Context: an optimization exercise on an open-source flow, tuned for small area, a short achievable clock period and few clock cycles per item. The choices shown serve that exercise and are no tape-out recipe. RTL that was checked went through simulation tests only; none was proved equivalent to the original. Power is estimated from default activity; no workload was simulated.

== 04-07 ==
==> flow/design.v (excerpt) <==
module core_load_balance_decider #(
  parameter int NUM_CORES      = NUM_CORES_DEF,
  parameter int THREAD_ID_BITS = THREAD_ID_BITS_DEF
) (
  input  logic                  clk,
  input  logic                  rst_n,
  input  logic                  in_push,
  output logic                  in_full,
  input  logic [KIND_W-1:0]     in_kind,
  input  logic [CORE_W-1:0]     in_core_index,
  input  logic [COUNT_W-1:0]    in_idle_count,
  input  logic [TID_W-1:0]      in_thread_id,
  input  logic [COUNT_W-1:0]    in_run_count,
  input  logic                  in_excluded,
  output logic                  out_empty,
  input  logic                  out_pop,
  output logic                  out_report_kind,
  output logic                  out_balance_needed,
  output logic [CORE_W-1:0]     out_busy_core,
  output logic [CORE_W-1:0]     out_idle_core,
  output logic                  out_migrate,
  output logic [TID_W-1:0]      out_chosen_thread,
  input  logic                  cfg_wr_en,
  input  logic [CFG_IDX_W-1:0]  cfg_index,
  input  logic [CFG_DATA_W-1:0] cfg_wdata
);
Settings: LEC_CHECK=0, CAP_MARGIN=20, CORE_MARGIN=2, CORE_UTILIZATION=40, SETUP_SLACK_MARGIN=2.0, SLEW_MARGIN=20; clock period 6.0 ns.
run.sh (not shown) runs the stock make flow with config.mk's settings and CLKGATE_MAP_FILE= SYNTH_SCRIPT=/design/flow/synth_recipe.tcl, a recipe that flattens the netlist after the stock synthesis.
Here is what was changed in the inputs of 07-12 compared with 04-07.
Settings: swapping 2.0 for 2.8 in SETUP_SLACK_MARGIN.
[summary]
Highest attainable clock frequency ends up lower on 04-07.
04-07 -> 07-12: number of vias per cell after detailed routing increased slightly
Going from 04-07 to 07-12, clock power decreased about 3.5%; filler cell count moved down; placement row count essentially unchanged.
The higher clock tree buffer count of the final layout of 07-12 and 04-07 is in 07-12.
Taking 07-12 as 1.0, 04-07 lands at 0.950 on power.
Relative to 04-07, 07-12 degrades routed via count.
07-12: portion of the layout cell area used by clock cells lower than 04-07
No run of this note included a check of the RTL's function; only the layout flow was run.

core_load_balance_decider, a different RTL version from the one above (not shown whole).
Size: roughly 8100 cells after synthesis, roughly 200 I/O pins.
export LEC_CHECK = 0
export ABC_AREA = 1
export CAP_MARGIN = 20
export CORE_MARGIN = 2
export CORE_UTILIZATION = 50
export PLACE_DENSITY = 0.65
export SETUP_SLACK_MARGIN = 2.9
export SLEW_MARGIN = 20
create_clock -name core_clock -period 6.0 [get_ports {clk}]
Testbench counts at the start, summed over its fixed seeds: cycles 4,640, items 4,345.
Next try:
Settings changed: SETUP_SLACK_MARGIN 2.9 to 2.5.
=>
- utilization fell by 3.3 points
- worst setup slack got worse by 0.24 ns
- die area does not change
- cell area shrinks by a few percent
- power fell by a little under a tenth
- clock-buffer cell count is lower by 13
- worst hold slack gets better by 0.0043 ns
- clock skew is about the same
Next try:
Settings changed: CAP_MARGIN 20 to 5, SLEW_MARGIN 20 to 5.
- The new run ran to the end with no violations
- flip-flop and latch count stays the same
- power is about the same
- sequential power barely changes
- core utilization stays the same
- worst hold slack is about the same
- setup slack gets better by 0.0056 ns
- global-route usage does not change
- clock power stays flat
- area after synthesis does not change
- via count stays flat

run A:
Another version of the RTL of core_load_balance_decider (not shown whole).
Size: roughly 8,000 cells after synthesis, about 200 I/O pins, ~0.071 mm² of cells after synthesis.
==> flow/design.v (excerpt) <==
module core_load_balance_decider #(
  parameter int NUM_CORES      = NUM_CORES_DEF,
  parameter int THREAD_ID_BITS = THREAD_ID_BITS_DEF
) (
  input  logic                  clk,
  input  logic                  rst_n,
  input  logic                  in_push,
  output logic                  in_full,
  input  logic [KIND_W-1:0]     in_kind,
  input  logic [CORE_W-1:0]     in_core_index,
  input  logic [COUNT_W-1:0]    in_idle_count,
  input  logic [TID_W-1:0]      in_thread_id,
  input  logic [COUNT_W-1:0]    in_run_count,
  input  logic                  in_excluded,
  output logic                  out_empty,
  input  logic                  out_pop,
  output logic                  out_report_kind,
  output logic                  out_balance_needed,
  output logic [CORE_W-1:0]     out_busy_core,
  output logic [CORE_W-1:0]     out_idle_core,
  output logic                  out_migrate,
  output logic [TID_W-1:0]      out_chosen_thread,
  input  logic                  cfg_wr_en,
  input  logic [CFG_IDX_W-1:0]  cfg_index,
  input  logic [CFG_DATA_W-1:0] cfg_wdata
);
make LEC_CHECK=0 ABC_AREA=1 CAP_MARGIN=20 CORE_MARGIN=2 CORE_UTILIZATION=50 CTS_CLUSTER_DIAMETER=100 CTS_CLUSTER_SIZE=30 PLACE_DENSITY=0.65 SETUP_SLACK_MARGIN=2.7 SLEW_MARGIN=20 finish   # period 6.0 ns
The final layout from run A, which completed every stage, passed the timing, DRC and antenna checks at the end of the flow.
Testbench counts of run A, summed over its fixed seeds: cycles 4,640, items 4,345.
--- input diff run A..run B ---
Settings: swapping 30 for 22 in CTS_CLUSTER_SIZE; swapping 100 for 80 in CTS_CLUSTER_DIAMETER.
Notes after the runs:
- Going from run A to run B, proportion of layout cells with a drive suffix above 1 +0.33 points; clock period minus worst slack -0.033 ns; highest attainable clock frequency +1.0%.
Inputs modified between run B and run C:
Settings: removing CTS_CLUSTER_DIAMETER (formerly 80); removing CTS_CLUSTER_SIZE (formerly 22).
## What came out
Compared with run B, run C ends up with more cell area. Critical path arrival is lower on run B. Delta(first-pass GRT wire length, run C - run B) > 0. p1_d[22] as the worst setup path endpoint was reported by run B, and p1_d[30] by run C. Total via count after detailed routing sits higher in run C than in run B.
The following lists how run D was set up differently from run C:
Settings: setting CTS_CLUSTER_SIZE to 22 for the first time; changing SETUP_SLACK_MARGIN from 2.7 to 2.85; setting CTS_CLUSTER_DIAMETER to 80 for the first time.
[summary]
- Hold slack: run D better than run C
- Run D finished every stage and its layout cleared the timing, DRC and antenna checks.
- When the final numbers for run D and run C were put side by side, the internal power component turned out to be smaller in run D.
- Run D gives more multi-input combinational area share than run C did.
- In the tables for run D and run C, share of the cycle needed by the critical path after routing reads higher with run C.
- NOTE number of nets at the end of the flow run C->run D decreased slightly
- Run comparison: run D endpoint of the worst setup timing path p1_d[19]; run C endpoint of the worst setup timing path p1_d[30]
- According to the power report, total power for run D is lower than for run C.
- Between run D and run C, it is run D whose power share of the clock group is lower, by 8.8 points.
- Per the comparison of run D with run C, final weighted congestion in routability-driven placement level, clock power went down 38%, number of setup buffers added after CTS increased by 36% relative to the old numbers, number of clock buffers in the layout now sits lower.

core_load_balance_decider, a different RTL version from the one above (not shown whole).
Size: roughly 6100 cells after synthesis, roughly 1300 flip-flops, ~68000 um2 of cells after synthesis.
export LEC_CHECK = 0
export CAP_MARGIN = 20
export CORE_MARGIN = 2
export CORE_UTILIZATION = 50
export PLACE_DENSITY = 0.65
export SETUP_SLACK_MARGIN = 2.5
export SLEW_MARGIN = 20
create_clock -name core_clock -period 6.0 [get_ports {clk}]
Testbench counts at the start, summed over its fixed seeds: cycles 4,666, items 4,345.
Next try:
--- a/flow/config.mk
+++ b/flow/config.mk
@@ -6,4 +6,5 @@
 export NUM_CORES = 4
 export LEC_CHECK = 0
+export ABC_AREA = 1
 export CAP_MARGIN = 20
 export CORE_MARGIN = 2
The changed run finished with timing, DRC and antenna clean; power is lower by about 12%; cell count is higher by about 15%; hold slack gets worse by 0.015 ns; setup slack gets better by 0.39 ns.

re-timing with driven ports:
In the flow no input, the clock included, has a driving cell. The finished layouts below were timed again as built, in two steps.
Step 1, drivers: a clkbuf_16 drives clk and a buf_2 each remaining input, both assumed.
Step 2 adds t to the input delays and takes it off the output delays; t is the mean of the earliest and latest rising clock arrival at the registers after step 1. Input paths then give back, and output paths get back, about the clock's delay inside the block.
Slacks: no drivers / after step 1 / after step 2; pairs: no drivers / after step 1.
run | t, ns | slack for setup (ns) | worst setup path after step 2 | worst register clock-pin slew, ns | worst data-port slew with drivers (ns)
04-07 | 0.871 | 1.890 / 1.890 / 1.890 | register to register | 0.06 / 0.06 | 0.17
07-12 | 0.871 | 1.973 / 1.973 / 1.973 | register to register | 0.06 / 0.06 | 0.11
the first run of note 2 | 0.861 | 2.747 / 2.747 / 2.281 | input to register | 0.07 / 0.07 | 0.07
the second run of note 2 | 0.857 | 2.502 / 2.502 / 2.171 | input to register | 0.07 / 0.07 | 0.15
the third run of note 2 | 0.857 | 2.508 / 2.508 / 2.165 | input to register | 0.07 / 0.07 | 0.17
run A | 0.789 | 2.742 / 2.742 / 2.220 | input to register | 0.12 / 0.12 | 0.07
run B | 0.792 | 2.775 / 2.775 / 2.455 | input to register | 0.10 / 0.10 | 0.07
run C | 0.870 | 2.697 / 2.697 / 2.221 | input to register | 0.07 / 0.07 | 0.07
run D | 0.773 | 2.803 / 2.803 / 2.405 | input to register | 0.10 / 0.10 | 0.10
the first run of note 4 | 0.866 | 2.201 / 2.201 / 1.949 | input to register | 0.07 / 0.07 | 0.13
the second run of note 4 | 0.849 | 2.589 / 2.589 / 2.006 | input to register | 0.07 / 0.07 | 0.14
After both steps every run listed still meets setup and hold. For the second run of note 4, which loses most, drivers alone change the setup slack by 0.000 ns; drivers and shift together by -0.583 ns.
